Source: an optimization exercise on an open RTL-to-GDS flow (aim: small area and a short achievable clock period). Production flows keep margins and buffers that such runs may drop. No functional check of the RTL was part of any run shown here. Power and IR drop assume default switching activity.

--- design/flow/flow/run.sh ---
#!/bin/bash
# Own flow: the standard layout (standard.sh, unchanged synthesis and steps) with two
# layout options changed: the port buffers are buf_4 cells instead of the resizer's pick,
# and clock tree synthesis inserts no dummy loads.
set -euo pipefail
export BUFFER_PORTS_ARGS="-buffer_cell sky130_fd_sc_hd__buf_4"
export CTS_ARGS="-sink_clustering_enable -repair_clock_nets -sink_clustering_size 30 -sink_clustering_max_diameter 60 -dont_use_dummy_load"
bash standard.sh finish > flow_make.log 2>&1
--- design/flow/standard.sh ---
#!/bin/bash
# synth_recipe.tcl (not shown) runs the flow's synth.tcl, then flattens the netlist and writes it again
# the make line also repeats each setting of config.mk as NAME=value (left out here)
make -C /OpenROAD-flow-scripts/flow DESIGN_CONFIG=/design/flow/config.mk WORK_HOME=/design/flow/orfs CLKGATE_MAP_FILE= SYNTH_SCRIPT=/design/flow/synth_recipe.tcl "${@:-finish}"
--- design/flow/config.mk ---
export PLATFORM = sky130hd
export DESIGN_NAME = dvp_frame_writer
export DESIGN_NICKNAME = dvp_frame_writer
export VERILOG_FILES = /design/flow/design.v
export SDC_FILE = /design/flow/constraint.sdc
export NUM_CORES = 4
export LEC_CHECK = 0
export ABC_CLOCK_PERIOD_IN_PS = 2000
export CAP_MARGIN = 20
export CORE_MARGIN = 2
export CORE_UTILIZATION = 55
export CTS_CLUSTER_DIAMETER = 60
export CTS_CLUSTER_SIZE = 30
export SETUP_SLACK_MARGIN = 4.0
export SLEW_MARGIN = 20
--- design/flow/constraint.sdc ---
create_clock -name core_clock -period 7.0 [get_ports {sclk}]
set_input_delay 1.4000 -clock core_clock [delete_from_list [all_inputs] [get_ports {sclk}]]
set_output_delay 1.4000 -clock core_clock [all_outputs]
set_load 0.01 [all_outputs]
--- design/flow/design.v ---
module dvp_frame_writer #(
    parameter int BURST_LEN    = 64,
    parameter int FIFO_DEPTH   = 256,
    parameter int FRAME_PIXELS = 307200,
    parameter int ADDR_W       = 20,
    parameter int BASE_ADDR    = 0
) (
    input  logic                        sclk,          
    input  logic                        rst,           
    input  logic                        frame_start,   
    input  logic                        pix_valid,     
    input  logic [15:0]                 pix_data,      
    output logic                        wr_req,        
    output logic [ADDR_W-1:0]           wr_addr,       
    input  logic                        wr_ack,        
    input  logic                        wr_data_rd,    
    output logic [15:0]                 wr_data,       
    output logic [$clog2(FIFO_DEPTH):0] fifo_level,    
    output logic                        overflow,      
    output logic                        frame_done     
);
    localparam int LW     = $clog2(FIFO_DEPTH) + 1;
    localparam int NBURST = FRAME_PIXELS / BURST_LEN;
    localparam int CW     = $clog2(FRAME_PIXELS + 1);
    localparam int BW     = $clog2(NBURST + 1);
    localparam int KW     = $clog2(BURST_LEN);
    localparam int SD     = FIFO_DEPTH - 2;            
    logic            idle_q, fill_q, req_q, xfer_q, done_q;
    logic            idle_d, fill_d, req_d, xfer_d, done_d;
    logic [LW-1:0]   level_q, level_d;
    logic [CW-1:0]   in_cnt_q, in_cnt_d;
    logic [BW-1:0]   burst_idx_q, burst_idx_d;
    logic [KW-1:0]   pop_cnt_q, pop_cnt_d;
    logic            pending_q, pending_d;
    logic            in_room_q, in_room_d;             
    logic            overflow_q, overflow_d;
    logic [15:0]     head_q;
    logic [15:0]     out_q;                            
    logic [15:0]     head_new;
    logic            head_upd;
    logic [15:0]     stg_q;                            
    logic            stg_v_q, stg_v_d;
    logic [15:0]     lo_q, lo_d, hi_q, hi_d;
    logic            s_empty, s_full, s_inc, s_dec;
    logic            shift;
    logic            shift_q, shift_d;                 
    logic [15:0]     shift_c;                          
    logic [15:0]     near_q, near_d;                   
    logic [15:0]     srl_q [SD];
    logic [15:0]     srl_rd;
    logic accepting, full, in_room, push, pop, last_pop, restart;
    logic to_head, stg_load, take_srl, take_stg, lvl0, lvl1, lvl_gt1;
    logic [15:0] grp [16];
    always_comb begin
        for (int a = 0; a < 16; a++) begin
            grp[a] = '0;
            for (int b = 0; b < 16; b++)
                if (16 * a + b - 1 >= 0 && 16 * a + b - 1 < SD)
                    grp[a] = grp[a] | ({16{lo_q[b]}} & srl_q[16 * a + b - 1]);
        end
        srl_rd = '0;
        for (int a = 0; a < 16; a++)
            srl_rd = srl_rd | ({16{hi_q[a]}} & grp[a]);
    end
    assign s_empty = lo_q[0] && hi_q[0];
    assign s_full  = lo_q[SD % 16] && hi_q[SD / 16];
    assign shift   = shift_q;                           
    always_comb begin
        near_d[0] = 1'b1;
        for (int c = 1; c < 16; c++)
            near_d[c] = (|(hi_q >> c)) || (hi_q[c-1] && lo_q[15]);
        for (int c = 0; c < 16; c++)
            shift_c[c] = shift_q && near_q[c];
    end
    always_comb begin
        idle_d      = idle_q;
        fill_d      = fill_q;
        req_d       = req_q;
        xfer_d      = xfer_q;
        done_d      = 1'b0;
        in_cnt_d    = in_cnt_q;
        burst_idx_d = burst_idx_q;
        pop_cnt_d   = pop_cnt_q;
        pending_d   = pending_q;
        overflow_d  = overflow_q;
        lo_d        = lo_q;
        hi_d        = hi_q;
        restart     = 1'b0;
        lvl0      = (level_q == '0);
        lvl1      = (level_q == LW'(1));
        lvl_gt1   = !lvl0 && !lvl1;
        accepting = (fill_q || req_q || xfer_q) && !pending_q;
        full      = (level_q == LW'(FIFO_DEPTH));
        in_room   = in_room_q;
        pop       = xfer_q && wr_data_rd && !lvl0;
        last_pop  = pop && (pop_cnt_q == KW'(BURST_LEN - 1));
        if ((idle_q || fill_q || done_q) && frame_start) restart = 1'b1;
        if (fill_q && !frame_start && level_q >= LW'(BURST_LEN)) begin
            fill_d = 1'b0;
            req_d  = 1'b1;
        end
        if ((req_q || xfer_q) && frame_start) pending_d = 1'b1;
        if (req_q && wr_ack) begin
            req_d  = 1'b0;
            xfer_d = 1'b1;
        end
        if (xfer_q && last_pop) begin
            xfer_d = 1'b0;
            if (pending_q || frame_start) restart = 1'b1;
            else if (burst_idx_q == BW'(NBURST - 1)) done_d = 1'b1;
            else fill_d = 1'b1;
        end
        if (done_q && !frame_start) idle_d = 1'b1;
        push = accepting && pix_valid && !full && in_room && !restart;
        if (accepting && pix_valid && full && in_room) overflow_d = 1'b1;
        in_room_d = in_room_q;
        if (push) in_room_d = (in_cnt_q != CW'(FRAME_PIXELS - 1));
        in_cnt_d    = ({CW{push}} & (in_cnt_q + CW'(1))) | ({CW{!push}} & in_cnt_q);
        pop_cnt_d   = ({KW{pop}} & (pop_cnt_q + KW'(1))) | ({KW{!pop}} & pop_cnt_q);
        burst_idx_d = ({BW{last_pop}} & (burst_idx_q + BW'(1))) | ({BW{!last_pop}} & burst_idx_q);
        level_d     = ({LW{push && !pop}} & (level_q + LW'(1)))
                    | ({LW{pop && !push}} & (level_q - LW'(1)))
                    | ({LW{push == pop}} & level_q);
        to_head  = push && (lvl0 || (pop && lvl1));
        stg_load = push && !to_head;
        take_srl = pop && !s_empty;
        take_stg = pop && s_empty && stg_v_q;
        head_upd = to_head || take_srl || take_stg;
        if (to_head) head_new = pix_data;
        else if (take_srl) head_new = srl_rd;
        else head_new = stg_q;
        stg_v_d = stg_load || (stg_v_q && !shift);
        shift_d = stg_v_d && !level_d[LW-1];
        s_inc   = shift && !take_stg;
        s_dec   = take_srl;
        if (s_inc && !s_dec) begin
            lo_d = {lo_q[14:0], lo_q[15]};
            if (lo_q[15]) hi_d = {hi_q[14:0], hi_q[15]};
        end else if (s_dec && !s_inc) begin
            lo_d = {lo_q[0], lo_q[15:1]};
            if (lo_q[0]) hi_d = {hi_q[0], hi_q[15:1]};
        end
        if (restart) begin
            idle_d      = 1'b0;
            fill_d      = 1'b1;
            req_d       = 1'b0;
            xfer_d      = 1'b0;
            done_d      = 1'b0;
            level_d     = '0;
            in_cnt_d    = '0;
            in_room_d   = 1'b1;
            burst_idx_d = '0;
            pop_cnt_d   = '0;
            pending_d   = 1'b0;
            overflow_d  = 1'b0;
            stg_v_d     = 1'b0;
            shift_d     = 1'b0;
            lo_d        = 16'd1;
            hi_d        = 16'd1;
        end
    end
    always_ff @(posedge sclk) begin
        if (rst) begin
            idle_q      <= 1'b1;
            fill_q      <= 1'b0;
            req_q       <= 1'b0;
            xfer_q      <= 1'b0;
            done_q      <= 1'b0;
            level_q     <= '0;
            in_cnt_q    <= '0;
            in_room_q   <= 1'b1;
            burst_idx_q <= '0;
            pop_cnt_q   <= '0;
            pending_q   <= 1'b0;
            overflow_q  <= 1'b0;
            stg_v_q     <= 1'b0;
            shift_q     <= 1'b0;
            lo_q        <= 16'd1;
            hi_q        <= 16'd1;
        end else begin
            idle_q      <= idle_d;
            fill_q      <= fill_d;
            req_q       <= req_d;
            xfer_q      <= xfer_d;
            done_q      <= done_d;
            level_q     <= level_d;
            in_cnt_q    <= in_cnt_d;
            in_room_q   <= in_room_d;
            burst_idx_q <= burst_idx_d;
            pop_cnt_q   <= pop_cnt_d;
            pending_q   <= pending_d;
            overflow_q  <= overflow_d;
            stg_v_q     <= stg_v_d;
            shift_q     <= shift_d;
            lo_q        <= lo_d;
            hi_q        <= hi_d;
        end
    end
    always_ff @(posedge sclk) begin
        near_q <= near_d;
        head_q <= head_upd ? head_new : out_q;
        out_q  <= head_upd ? head_new : head_q;
        if (stg_load) stg_q <= pix_data;
        if (shift_c[0]) srl_q[0] <= stg_q;
        for (int i = 1; i < SD; i++)
            if (shift_c[i / 16]) srl_q[i] <= srl_q[i-1];
    end
    assign wr_req     = req_q;
    assign wr_addr    = ADDR_W'(BASE_ADDR) + ADDR_W'(burst_idx_q * BURST_LEN);
    assign wr_data    = out_q;
    assign fifo_level = level_q;
    assign overflow   = overflow_q;
    assign frame_done = done_q;
endmodule
==> impl_metrics.tcl, run 1 <==
set metrics [dict create \
    max_cap_viol_count 0 \
    combPwrFrac 0.005 \
    ys_ff_latch 4216 \
    layout_commonest_cell "edfxtp_1" \
    finalWeightedCongestion 0.843 \
    synth_edf_count 4080 \
    netlist_area_mm2 0.151 \
    slew_headroom 0.249 \
    grt_pass1_vias 80005 \
    clock_power_share 0.332 \
    yosysWarningCount 3 \
    swShare 0.192 \
    via_count 84606 \
    totalWireLength_um 432000 \
    internal-power_mw 33.4 \
    path_max_fanout 10 \
    r2r_start "lo_q[11]" \
    syn-instance-count 7783 \
    tightest_slew_ns 1.13 \
    die_x_um 528 \
    seq_area_frac_synth 0.828 \
    antenna_found_initial 17 \
    startpoint_type "flip-flop" \
    cts_made_buffers 239 \
    synth_top_area_frac 0.810 \
    ys_async_sr_fraction 0 \
    clk_latency_ns 0.95 \
    drt-vias-per-instance 7.35 \
    clkSinkCount 4216 \
    hp-class "flip-flop to flip-flop" \
    core_area_mm2 0.274 \
    place_hpwl_um 224000 \
    clockRootBuffer "clkbuf_16" \
    io_buffers 62 \
    synth_area_per_cell_um2 19.4 \
    end_kind "flip-flop" \
    drc 0 \
    grt_max_degree 194 \
    switchingPower_mw 7.91 \
    row_count 192 \
    finClkSkew_ns 0.0836 \
    finalPower_mw 41.3 \
    cp.required_ns 7.80 \
    wl_per_cell_um 37.5 \
    fmax_mhz 318 \
    setup_violations 0 \
    whs_ns 0.385 \
    drt-initial-drc-count 13454 \
    min_to "srl_q[200][13]" \
    grt_pass1_wl_um 600000 \
    hold_violations 0 \
    synth_area_leaders "edfxtp_1, a221oi_1, a22o_1" \
    clk_pin_slew_ns 0.09 \
    chipHeight_um 528 \
    ant_nets 0 \
    layout_common_cells "edfxtp_1, a22o_1, a221oi_1" \
    fin_nets 7946 \
    first_pass_iters 6 \
    final_max_slew_viol_count 0 \
    outcome "no timing/DRC/antenna violations" \
    holdPathStages 0 \
    syn_to_final_growth_pct 10.3 \
    cts_max_level 4 \
    clockBufferDepth 4 \
    finalCritPeriodShare 0.449 \
    r2r_setup_slack_ns 3.86 \
    die_area_mm2 0.279 \
    ioPinCount 70 \
    p_per_area_mw_per_mm2 248 \
    ir_worst_vdd_v 0.000223 \
    min_period_ns 3.14 \
    power.share.sequential 0.662 \
    place_ws_ns 1.99 \
    overflow 0 \
    arrival_ns 3.95 \
    final_core_util 0.609 \
    grt_setup_unrepaired "true" \
    synth_top_flop_cell "edfxtp_1" \
    drive_above_1_share 0.115 \
    critPathLaunch "lo_q[11]" \
    grt_usage 0.300 \
    cts_tree "done" \
    ys_types 63 \
    reg2reg_to "out_q[13]" \
    timing.setup.tns_ns 0 \
    crit_type "flip-flop to flip-flop" \
    setup_ws_ns 3.86 \
    min_from "srl_q[199][13]" \
    post-synth-top-area-cell "edfxtp_1" \
    start_util 0.553 \
    p_leak_nw 40.1 \
    rr_worst_depth 10 \
]
==> power groups by stage <==
stage | registers [mW] | clock network (mW) | logic, mW
final | 27.3 | 13.7 | 0.222
after global routing | 27.3 | 14.8 | 0.239
after CTS | 27.3 | 14.0 | 0.209
after detailed placement | 27.9 | 0 | 0.201
after global placement | 27.9 | 0 | 0.200
after floorplan | 27.9 | 0 | 0.0865
==> worst max-delay path by stage <==
stage / cells past startpoint / to
after global routing: 10 / out_q[13]
after CTS: 9 / head_q[11]
after detailed placement: 13 / hi_q[15]
final: 10 / out_q[13]
after global placement: 14 / hi_q[0]
after floorplan: 1 / srl_q[160][0]
==> stage by stage <==
stage | cell area [um2] | cells
after detailed placement | 156000 | 11089
after CTS | 166000 | 11463
after floorplan | 151000 | 7789
after global routing | 167000 | 11505
after global placement | 156000 | 11089
final | 167000 | 11509
==> layer usage <==
layer	global-route usage	wire length (um)	up-vias	part of all wire
met2	0.435	189000	5668	0.44
li1	-	-	33629	-
met1	0.455	177000	44673	0.41
met5	0	36	-	0.000083
met4	0.0846	13700	6	0.032
met3	0.0725	52600	630	0.12
==> timing repair <==
action	in CTS	in global routing
resized for setup	256	119
setup buffers	96	24
gates cloned	39	14
pin swaps	103	115
hold buffers	0	0
setup endpoints to repair	1238	675
==> synth_stat cells (3+ instances only) <==
cell type,instances
a22o_1,926
o21ai_0,28
nand2b_1,3
a211oi_1,10
or3_1,10
a22oi_1,261
xnor2_1,13
inv_1,32
edfxtp_1,4080
mux2i_1,49
a222oi_1,32
ha_1,10
nor3_1,27
buf_1,58
nor2_1,144
buf_4,7
a211o_1,3
clkbuf_1,458
and3_1,38
xor2_1,15
nand3_1,21
nand2_1,40
a21o_1,4
a31oi_1,5
nand4_1,300
a21oi_1,45
dfxtp_1,136
and2_1,16
buf_2,13
nor3_2,4
a221oi_1,929
a211oi_2,9
o21ai_1,21
==> cells by family after synthesis <==
| family | share of synthesized area |
|---|---|
| buf+inv | 0.0144 |
| xor+xnor | 0.00162 |
| mux | 0.00332 |
| flops | 0.828 |
| other cells | 0.0000248 |
| simple gates | 0.0227 |
| compound gates | 0.129 |
| fa+ha+maj | 0.000828 |
==> state kept, by name, summed over array words and instances, names as in the netlist, 9 cells and up, named ones only <==
signal	cells
head_q	16
near_q	15
out_q	16
srl_q	4064
stg_q	16
level_q	9
hi_q	16
lo_q	16
==> worst max-delay path: stages, from the launching register on <==
cell	delay, ns
dfxtp_4	0.40
buf_12	0.16
buf_16	0.15
buf_12	0.16
a22o_1	0.20
a221oi_1	0.31
nand4_1	0.27
a22oi_2	0.40
nand4_1	0.49
nor3_2	0.34
nor2_1	0.07
==> area by class of cell <==
type	instances	area, um2
inverters	32	120
multi-input cells	3012	24900
well taps	3589	4490
flip-flops and latches	4216	125000
fillers	19135	107000
clock buffers	239	5980
repair buffers	413	5900
diodes	8	20.0
==> inputs of run 2 (changes only) <==
--- a/design/flow/config.mk
+++ b/design/flow/config.mk
@@ -13,3 +13,4 @@
 export CTS_CLUSTER_SIZE = 30
 export SETUP_SLACK_MARGIN = 4.0
 export SLEW_MARGIN = 20
+export TNS_END_PERCENT = 10
==> run 2 against run 1 <==
Clock skew is 0.035 ns higher. Still clean. Final cell count rose by 0.49%. Clock power about the same. Maximum frequency shrank 4.4%. Core utilization rose by 0.20 points. Flip-flop and latch count is the same. Sequential power about the same. First-iteration DRC count grew 9.2%. Die area unchanged. Via count is 1.4% higher.
==> impl_metrics.tcl, run 2 <==
set metrics [dict create \
    synth-xor-area-share 0.00162 \
    die_x_um 528 \
    fin_nets 8006 \
    clk_pin_slew_ns 0.11 \
    core_area_mm2 0.274 \
    ys_async_sr_fraction 0 \
    grt_pass1_vias 80444 \
    layout_commonest_cell "edfxtp_1" \
    synth_compound_area_frac 0.129 \
    yosysWarningCount 3 \
    hp-class "flip-flop to flip-flop" \
    startpoint_type "flip-flop" \
    synthAdderAreaFrac 0.000828 \
    synth_top_family_by_area "compound AO/OA/AOI/OAI gates" \
    clk_latency_ns 0.97 \
    grt_usage 0.304 \
    path_max_fanout 7 \
    grt_setup_unrepaired "true" \
    clkSinkCount 4216 \
    finalPower_mw 41.4 \
    start_util 0.553 \
    fmax_mhz 304 \
    synth.area.mux_share 0.00332 \
    drive_above_1_share 0.118 \
    wl_per_cell_um 38.2 \
    top_register "srl_q" \
    hold_violations 0 \
    cp.required_ns 7.85 \
    overflow 0 \
    die_area_mm2 0.279 \
    slew_headroom 0.159 \
    ant_nets 0 \
    grt_max_degree 177 \
    gr-max-usage-layer "met1" \
    drc 0 \
    timing.setup.tns_ns 0 \
    synth_top_flop_cell "edfxtp_1" \
    setup_violations 0 \
    synth_top_area_frac 0.810 \
    clockBufferDepth 4 \
    syn_to_final_growth_pct 10.6 \
    netlist_area_mm2 0.151 \
    finalWeightedCongestion 0.838 \
    dpl.cell_count 11095 \
    synth_commonest_cells "edfxtp_1, a221oi_1, a22o_1, clkbuf_1, nand4_1" \
    hold_buffers 0 \
    crit_type "flip-flop to flip-flop" \
    chipHeight_um 528 \
    final_max_slew_viol_count 0 \
    yosys.area_share.simple 0.0227 \
    ir_worst_vdd_v 0.000265 \
    post-synth-top-area-cell "edfxtp_1" \
    grt_pass1_wl_um 608000 \
    end_kind "flip-flop" \
    gr-usage-met3 0.0709 \
    finClkSkew_ns 0.119 \
    ys_types 63 \
    final_cells 11565 \
    io_buffers 62 \
    gr-usage-met1 0.465 \
    synth_area_leaders "edfxtp_1, a221oi_1, a22o_1" \
    p_leak_nw 40.4 \
    drt-initial-drc-count 14698 \
    drt-vias-per-instance 7.41 \
    via_count 85750 \
    ys_ff_latch 4216 \
    seq_area_frac_synth 0.828 \
    fin_area_mm2 0.167 \
    cts_tree "done" \
    finalCritPeriodShare 0.470 \
    p_per_area_mw_per_mm2 247 \
    totalWireLength_um 441000 \
    arrival_ns 4.14 \
    synth_area_per_cell_um2 19.4 \
    synth.most_common_cell "edfxtp_1" \
    met2_usage 0.443 \
    place_hpwl_um 231000 \
    first_pass_iters 8 \
    dpl_cell_area_mm2 0.156 \
    synth_edf_count 4080 \
    syn-instance-count 7783 \
    ioPinCount 70 \
    row_count 192 \
    layout_common_cells "edfxtp_1, a22o_1, a221oi_1" \
    cts_made_buffers 241 \
    min_period_ns 3.29 \
    clockRootBuffer "clkbuf_16" \
    largest_reg_flops 4064 \
    max_cap_viol_count 0 \
    cts_max_level 4 \
    tightest_slew_ns 1.26 \
    antenna_found_initial 21 \
    outcome "no timing/DRC/antenna violations" \
    whs_ns 0.413 \
]
==> run 2: worst max-delay path, stage by stage (launching register included) <==
cell      delay [ns]
dfxtp_4         0.43
buf_6           0.16
buf_16          0.15
buf_16          0.18
a22o_1          0.22
a221oi_2        0.19
nand4_1         0.25
a22oi_2         0.43
nand4_1         0.58
nor3_2          0.36
buf_4           0.16
nor2_1          0.04
==> run 2: cell type report <==
class | count | area, um2
Sequential cell | 4216 | 125000
Fill cell | 19178 | 106000
Multi-Input combinational cell | 3010 | 24800
Timing Repair Buffer | 473 | 6500
Clock buffer | 241 | 6030
Tap cell | 3589 | 4490
Inverter | 32 | 124
Antenna cell | 4 | 10.0
==> run 2: where the power goes <==
part	switching [mW]	internal (mW)	leakage, nW
sequential	0.0666	27.2	27.4
combinational	0.151	0.0892	10.0
clock	7.74	6.08	2.97
==> run 2: layer usage <==
layer / vias up / share of wire
li1: 33755 / -
met1: 45605 / 0.41
met4: 12 / 0.028
met3: 602 / 0.12
met2: 5776 / 0.44
met5: - / 0.00018
==> run 2: timing repair <==
item	CTS	global route
resized for setup	264	115
setup endpoints to repair	954	1417
pin swaps	89	82
setup buffers	133	46
gates cloned	32	12
==> run 2: cell families (layout without fill, tap and decap cells) <==
group           after synthesis  in the layout
flops                      4216           4216
compound gates             2290           2290
simple gates                620            625
buf+inv                     568            746
mux                          50             50
xor+xnor                     28             28
fa+ha+maj                    10             10
other cells                   1             11
==> run 2: worst paths after layout <==
| kind | startpoint | end | slack (ns) | cells past startpoint |
|---|---|---|---|---|
| max | lo_q[4] | out_q[12] | 3.71 | 11 |
| max reg2reg | lo_q[4] | out_q[12] | 3.71 | 11 |
| min reg2reg | srl_q[90][13] | srl_q[91][13] | 0.41 | 0 |
| min | srl_q[90][13] | srl_q[91][13] | 0.41 | 0 |
==> run 2: through the flow <==
stage | utilization | setup WS, ns
CTS | 0.607 | 3.74
floorplan | - | 1.13
finish | 0.611 | 3.71
global route | 0.611 | 3.75
global placement | 0.571 | 1.65
detailed placement | 0.571 | 1.63
==> inputs of run 3 (changes only) <==
--- a/design/flow/config.mk
+++ b/design/flow/config.mk
@@ -8,9 +8,8 @@
 export ABC_CLOCK_PERIOD_IN_PS = 2000
 export CAP_MARGIN = 20
 export CORE_MARGIN = 2
-export CORE_UTILIZATION = 55
+export CORE_UTILIZATION = 65
 export CTS_CLUSTER_DIAMETER = 60
 export CTS_CLUSTER_SIZE = 30
 export SETUP_SLACK_MARGIN = 4.0
 export SLEW_MARGIN = 20
-export TNS_END_PERCENT = 10
==> run 3 against run 2 <==
Register-to-register slack worse by 0.14 ns. Cell area is 0.70% lower. Worst setup slack worse by 0.14 ns. Clock skew is 0.043 ns lower. Critical path depth stayed put. Global-route usage is 4.7 points higher. Sequential share of layout area is 0.53 points higher. Clock power is 9% lower. Non-clock buffer count is 23 lower. Critical endpoint is now head_q[10].
==> impl_metrics.tcl, run 3 <==
set metrics [dict create \
    synth.most_common_cell "edfxtp_1" \
    start_util 0.652 \
    combPwrFrac 0.006 \
    grt_pass1_vias 79560 \
    clock_power_share 0.314 \
    timing.setup.tns_ns 0 \
    clkSinkCount 4216 \
    die_x_um 486 \
    synth_area_per_cell_um2 19.4 \
    switchingPower_mw 7.59 \
    synth_commonest_cells "edfxtp_1, a221oi_1, a22o_1, clkbuf_1, nand4_1" \
    place_hpwl_um 221000 \
    grt_pass1_wl_um 591000 \
    max_cap_viol_count 0 \
    io_buffers 62 \
    top_register "srl_q" \
    synth_edf_count 4080 \
    p_leak_nw 40.1 \
    finClkSkew_ns 0.0751 \
    grt_setup_unrepaired "true" \
    yosysWarningCount 3 \
    fmax_mhz 292 \
    netlist_area_mm2 0.151 \
    drive_above_1_share 0.118 \
    antenna_found_initial 16 \
    row_count 177 \
    clk_latency_ns 0.89 \
    finalCritPeriodShare 0.490 \
    clk_pin_slew_ns 0.11 \
    ys_types 63 \
    hold_violations 0 \
    synth_top_area_frac 0.810 \
    core_area_mm2 0.232 \
    fill_cells 14037 \
    arrival_ns 4.14 \
    layout_commonest_cell "edfxtp_1" \
    drt-initial-drc-count 14795 \
    seq_area_frac_synth 0.828 \
    clockRootBuffer "clkbuf_16" \
    layout_common_cells "edfxtp_1, a22o_1, a221oi_1" \
    grt_usage 0.351 \
    final_core_util 0.716 \
    synth_area_leaders "edfxtp_1, a221oi_1, a22o_1" \
    first_pass_iters 6 \
    r2r_setup_slack_ns 3.57 \
    ant_nets 0 \
    path_max_fanout 9 \
    ioPinCount 70 \
    min_period_ns 3.43 \
    slew_headroom 0.213 \
    syn-instance-count 7783 \
    overflow 0 \
    ys_async_sr_fraction 0 \
    fin_nets 7953 \
    drc 0 \
    fin_area_mm2 0.166 \
    setup_violations 0 \
    swShare 0.189 \
    totalWireLength_um 434000 \
    ir_worst_vdd_v 0.000225 \
    cts_made_buffers 206 \
    via_count 85890 \
    ys_ff_latch 4216 \
    end_kind "flip-flop" \
    tightest_slew_ns 1.18 \
    synth_top_flop_cell "edfxtp_1" \
    post-synth-top-area-cell "edfxtp_1" \
    finalWeightedCongestion 0.853 \
    chipHeight_um 486 \
    wl_per_cell_um 39.6 \
    clockBufferDepth 3 \
    p_per_area_mw_per_mm2 242 \
    power.share.sequential 0.680 \
    final_max_slew_viol_count 0 \
    startpoint_type "flip-flop" \
    drt-vias-per-instance 7.83 \
    largest_reg_flops 4064 \
    grt_max_degree 178 \
    cts_tree "done" \
    dpl_cell_area_mm2 0.155 \
    die_area_mm2 0.236 \
    internal-power_mw 32.6 \
    cts_max_level 4 \
    crit_type "flip-flop to flip-flop" \
    cp.required_ns 7.72 \
    outcome "no timing/DRC/antenna violations" \
    syn_to_final_growth_pct 9.85 \
    hp-class "flip-flop to flip-flop" \
]
==> run 3: cell counts after synthesis <==
No cell type changed its count.
==> run 3: cells by family (layout without fill, tap and decap cells) <==
logic type                 Yosys count  count (layout)  synth area share
DFF                               4216            4216             0.828
AOI/OAI and AO/OA                 2290            2292             0.129
and+or+nand+nor                    620             628            0.0227
buffers and inverters              568             688            0.0144
muxes                               50              50           0.00332
xor gates and xnor gates            28              28           0.00162
adders and majority gates           10              10          0.000828
other                                1              11         0.0000248
==> run 3: layer usage <==
| metal | share of wire | track usage | vias up |
|---|---|---|---|
| met1 | 0.39 | 0.541 | 44789 |
| met3 | 0.14 | 0.0875 | 689 |
| met2 | 0.44 | 0.505 | 6736 |
| met5 | 0.00013 | 0 | - |
| li1 | - | - | 33666 |
| met4 | 0.034 | 0.102 | 10 |
==> run 3: power groups by stage <==
| stage | registers [mW] | logic (mW) | clock network [mW] |
|---|---|---|---|
| floorplan | 27.9 | 0.0865 | 0 |
| global placement | 27.9 | 0.228 | 0 |
| detailed placement | 27.9 | 0.226 | 0 |
| CTS | 27.3 | 0.237 | 12.7 |
| global route | 27.3 | 0.268 | 13.5 |
| finish | 27.3 | 0.255 | 12.6 |
==> run 3: worst paths after layout <==
path	from	end	cells after the start
worst min register to register	srl_q[70][15]	srl_q[71][15]	0
worst max register to register	lo_q[0]	head_q[10]	11
worst max-delay path	lo_q[0]	head_q[10]	11
worst min-delay path	srl_q[70][15]	srl_q[71][15]	0
==> run 3: timing repair <==
| item | CTS | global route |
|---|---|---|
| setup endpoints to repair | 1183 | 535 |
| endpoints found under the hold margin | 0 | 0 |
| resized for setup | 248 | 182 |
| setup buffers | 105 | 49 |
| cloned | 41 | 28 |
| hold buffers | 0 | 0 |
| pin swaps | 99 | 174 |
==> run 3: stage by stage <==
stage	cells	worst slack (ns)	hold WS (ns)	power (mW)
2_1_floorplan	7789	1.13	0.426	27.9
3_3_place_gp	10533	1.66	0.428	28.1
3_5_place_dp	10533	2.09	0.433	28.1
4_1_cts	10885	3.73	0.398	40.3
5_1_grt	10963	3.64	0.414	41.0
6_report	10966	3.57	0.410	40.2
==> run 3: critical path, cell delays in order, from the launching register on <==
cell      delay (ns)
dfxtp_4         0.44
buf_12          0.18
buf_16          0.18
buf_16          0.17
a22o_1          0.25
a221oi_1        0.20
nand4_1         0.18
a22oi_2         0.35
nand4_1         0.60
nor3_2          0.40
buf_4           0.18
nor2_1          0.05
==> run 3: layout make-up <==
class | instances | area (um2) | area share
clock buffer | 206 | 5150 | 0.0310
sequential | 4216 | 125000 | 0.755
timing repair buffer | 450 | 6600 | 0.0397
multi-input combinational | 3015 | 25100 | 0.151
inverter | 32 | 124 | 0.000746
antenna | 4 | 10.0 | 0.0000603
tap | 3043 | 3810 | 0.0229
==> inputs of run 4 (changes only) <==
--- a/design/flow/design.v
+++ b/design/flow/design.v
@@ -41,6 +41,7 @@
     logic [15:0]     stg_q;                            
     logic            stg_v_q, stg_v_d;
     logic [15:0]     lo_q, lo_d, hi_q, hi_d;
+    logic [15:0]     lo_n_q;                           
     logic            s_empty, s_full, s_inc, s_dec;
     logic            shift;
     logic            shift_q, shift_d;                 
@@ -51,12 +52,14 @@
     logic accepting, full, in_room, push, pop, last_pop, restart;
     logic to_head, stg_load, take_srl, take_stg, lvl0, lvl1, lvl_gt1;
     logic [15:0] grp [16];
+    logic [15:0] lo_sel [16];
     always_comb begin
+        for (int b = 0; b < 16; b++) lo_sel[b] = {{8{!lo_n_q[b]}}, {8{lo_q[b]}}};
         for (int a = 0; a < 16; a++) begin
             grp[a] = '0;
             for (int b = 0; b < 16; b++)
                 if (16 * a + b - 1 >= 0 && 16 * a + b - 1 < SD)
-                    grp[a] = grp[a] | ({16{lo_q[b]}} & srl_q[16 * a + b - 1]);
+                    grp[a] = grp[a] | (lo_sel[b] & srl_q[16 * a + b - 1]);
         end
         srl_rd = '0;
         for (int a = 0; a < 16; a++)
@@ -176,6 +179,7 @@
             stg_v_q     <= 1'b0;
             shift_q     <= 1'b0;
             lo_q        <= 16'd1;
+            lo_n_q      <= ~16'd1;
             hi_q        <= 16'd1;
         end else begin
             idle_q      <= idle_d;
@@ -193,6 +197,7 @@
             stg_v_q     <= stg_v_d;
             shift_q     <= shift_d;
             lo_q        <= lo_d;
+            lo_n_q      <= ~lo_d;
             hi_q        <= hi_d;
         end
     end
--- a/design/flow/config.mk
+++ b/design/flow/config.mk
@@ -8,7 +8,7 @@
 export ABC_CLOCK_PERIOD_IN_PS = 2000
 export CAP_MARGIN = 20
 export CORE_MARGIN = 2
-export CORE_UTILIZATION = 65
+export CORE_UTILIZATION = 55
 export CTS_CLUSTER_DIAMETER = 60
 export CTS_CLUSTER_SIZE = 30
 export SETUP_SLACK_MARGIN = 4.0
==> run 4 against run 3 <==
Clock power grew 16%. Sequential power is essentially flat. Worst setup slack improved by 0.40 ns. Clock skew down 0.0063 ns. Via count up 2.6%. Wire length rose by 3.1%. Final cell count rose by 13%. Register-to-register slack gained 0.40 ns. Maximum frequency up 13%. Sequential share of layout area is 1.8 points lower. Non-clock buffer count fell by 88. Power grew 5.1%. Critical endpoint is now out_q[8].
==> impl_metrics.tcl, run 4 <==
set metrics [dict create \
    ys_types 63 \
    syn_to_final_growth_pct 10.1 \
    die_x_um 535 \
    end_kind "flip-flop" \
    setup_ws_ns 3.98 \
    synth.most_common_cell "edfxtp_1" \
    grt_usage 0.302 \
    fill_cells 20001 \
    ys_async_sr_fraction 0 \
    grt_setup_unrepaired "true" \
    multi_input_area_mm2 0.0284 \
    finalWeightedCongestion 0.841 \
    clk_pin_slew_ns 0.11 \
    crit_type "flip-flop to flip-flop" \
    drc 0 \
    finalCritPeriodShare 0.432 \
    clkSinkCount 4232 \
    antenna_found_initial 24 \
    routed.top_layer "met5" \
    dr_wl_met3_um 53900 \
    place_hpwl_um 234000 \
    synth_area_leaders "edfxtp_1, a22o_1, nor2b_1" \
    synth-xor-area-share 0.00192 \
    min_period_ns 3.02 \
    setup_violations 0 \
    fmax_mhz 331 \
    synth_top_flop_cell "edfxtp_1" \
    arrival_ns 3.82 \
    drt-initial-drc-count 14211 \
    drt-vias-per-instance 7.14 \
    seq_area_frac_synth 0.810 \
    cp.required_ns 7.79 \
    row_count 194 \
    outcome "no timing/DRC/antenna violations" \
    netlist_area_mm2 0.155 \
    io_buffers 62 \
    slew_headroom 0.155 \
    first_pass_iters 8 \
    hold_violations 0 \
    layout_commonest_cell "edfxtp_1" \
    post-synth-top-area-cell "edfxtp_1" \
    core_area_mm2 0.280 \
    yosysWarningCount 4 \
    synth.area.mux_share 0.00252 \
    timing.setup.tns_ns 0 \
    routed-wl-met2_um 197000 \
    synth_top_area_frac 0.791 \
    start_util 0.554 \
    via_count 88165 \
    p_leak_nw 41.3 \
    grt_max_degree 161 \
    layout_common_cells "edfxtp_1, nor2b_1, a22o_1" \
    hp-class "flip-flop to flip-flop" \
    p_per_area_mw_per_mm2 247 \
    yosys.area_share.simple 0.0605 \
    drive_above_1_share 0.101 \
    drt-met1-wl_um 187000 \
    top_register "srl_q" \
    clk_latency_ns 0.91 \
    finalPower_mw 42.2 \
    clockRootBuffer "clkbuf_16" \
    cts_made_buffers 264 \
    synth_top_family_by_area "compound AO/OA/AOI/OAI gates" \
    final_max_slew_viol_count 0 \
    startpoint_type "flip-flop" \
    synthAdderAreaFrac 0.000646 \
    tightest_slew_ns 1.27 \
    synth_compound_area_frac 0.110 \
    synth_commonest_cells "edfxtp_1, nor2b_1, a22o_1, a221oi_1, clkbuf_1" \
    die_area_mm2 0.286 \
    cts_tree "done" \
    max_cap_viol_count 0 \
    final_core_util 0.610 \
    largest_reg_flops 4064 \
    wl_per_cell_um 36.2 \
    syn-instance-count 8504 \
    clockBufferDepth 4 \
    totalWireLength_um 448000 \
    cts_max_level 5 \
    regArea_mm2 0.126 \
    ant_nets 0 \
    path_max_fanout 11 \
    place_ws_ns 2.78 \
    synth_area_per_cell_um2 18.2 \
    grt_pass1_wl_um 620000 \
    ioPinCount 70 \
    whs_ns 0.381 \
    chipHeight_um 535 \
    overflow 0 \
    ir_worst_vdd_v 0.000166 \
    ys_ff_latch 4232 \
    grt_pass1_vias 83332 \
    finClkSkew_ns 0.0689 \
    synth_edf_count 4080 \
    fin_nets 8655 \
]
==> run 4: routing by layer <==
| metal | vias up | track usage |
|---|---|---|
| met5 | - | 0 |
| met4 | 10 | 0.0678 |
| met3 | 580 | 0.0636 |
| met2 | 5936 | 0.440 |
| met1 | 46507 | 0.469 |
| li1 | 35132 | - |
==> run 4: area by class of cell <==
type,count,share of cell area
antenna,8,0.000117
clock buffer,264,0.0387
inverter,51,0.00162
multi-input combinational,3714,0.166
sequential,4232,0.737
tap,3724,0.0273
timing repair buffer,362,0.0291
==> run 4: final timing paths <==
check,startpoint,endpoint,slack (ns),cells after the start
hold reg to reg,srl_q[129][0],srl_q[130][0],0.38,0
hold / removal,srl_q[129][0],srl_q[130][0],0.38,0
setup reg to reg,lo_n_q[14],out_q[8],3.98,8
setup / recovery,lo_n_q[14],out_q[8],3.98,8
==> run 4: worst max-delay path: stages (launching register included) <==
cell and delay (ns):
dfxtp_4 0.47, buf_6 0.28, nor2b_1 0.11, a2111oi_2 0.37, nand4_1 0.21, a22oi_2 0.40
nand4_1 0.56, o31ai_4 0.40, nand3_1 0.11
==> run 4: kinds of logic (layout without fill, tap and decap cells) <==
family / after synthesis / in the layout
AO/OA/AOI/OAI: 2014 / 2014
XOR/XNOR: 34 / 34
adder cells (fa/ha/maj): 8 / 8
buffers and inverters: 573 / 677
flip-flops: 4232 / 4232
multiplexers: 39 / 39
other: 1 / 15
AND/OR/NAND/NOR: 1603 / 1612
==> run 4: where the power goes <==
part,switching [mW],internal [mW],leakage (nW),total [mW]
Clock,7.89,6.72,3.25,14.6
Combinational,0.124,0.0833,11.4,0.207
Sequential,0.0569,27.3,26.7,27.4
==> run 4: through the flow <==
stage / cells / area [um2]
2_1_floorplan: 8510 / 155000
3_3_place_gp: 11944 / 160000
3_5_place_dp: 11946 / 160000
4_1_cts: 12287 / 169000
5_1_grt: 12352 / 171000
6_report: 12355 / 171000
==> run 4: repair_timing <==
| item | CTS | global route |
|---|---|---|
| pin swaps | 42 | 61 |
| setup buffers | 56 | 47 |
| hold buffers | 0 | 0 |
| setup endpoints to repair | 3264 | 280 |
| gates cloned | 21 | 13 |
| gates resized for setup | 245 | 230 |

==> static timing again, ports no longer ideal <==
The flow's constraints put no driver on any port. The routed layouts listed below were extracted and timed again, unchanged, in two steps. Step 1 assumes that a clkbuf_16 drives the clock port and a buf_2 every other input. Step 2 also shifts input and output timing later by t, the mid clock arrival at the registers, as if the neighbouring blocks saw the same clock. Three values: no drivers, after step 1, after step 2; two values: the first two.
| run | shift t [ns] | slack for setup (ns) | latest minus earliest clock arrival (ns) | slew at the worst register clock pin (ns) |
|---|---|---|---|---|
| run 1 | 1.024 | 3.855 / 3.855 / 3.401 | 0.108 / 0.108 | 0.11 / 0.11 |
| run 2 | 1.018 | 3.709 / 3.709 / 3.158 | 0.128 / 0.129 | 0.11 / 0.11 |
| run 3 | 0.972 | 3.572 / 3.572 / 3.208 | 0.077 / 0.077 | 0.12 / 0.12 |
| run 4 | 0.986 | 3.976 / 3.959 / 3.270 | 0.095 / 0.096 | 0.11 / 0.11 |
After both steps setup and hold are still met in every run listed. The setup slack of run 4, which loses most, moves by -0.017 ns with the drivers and by -0.706 ns with both steps.
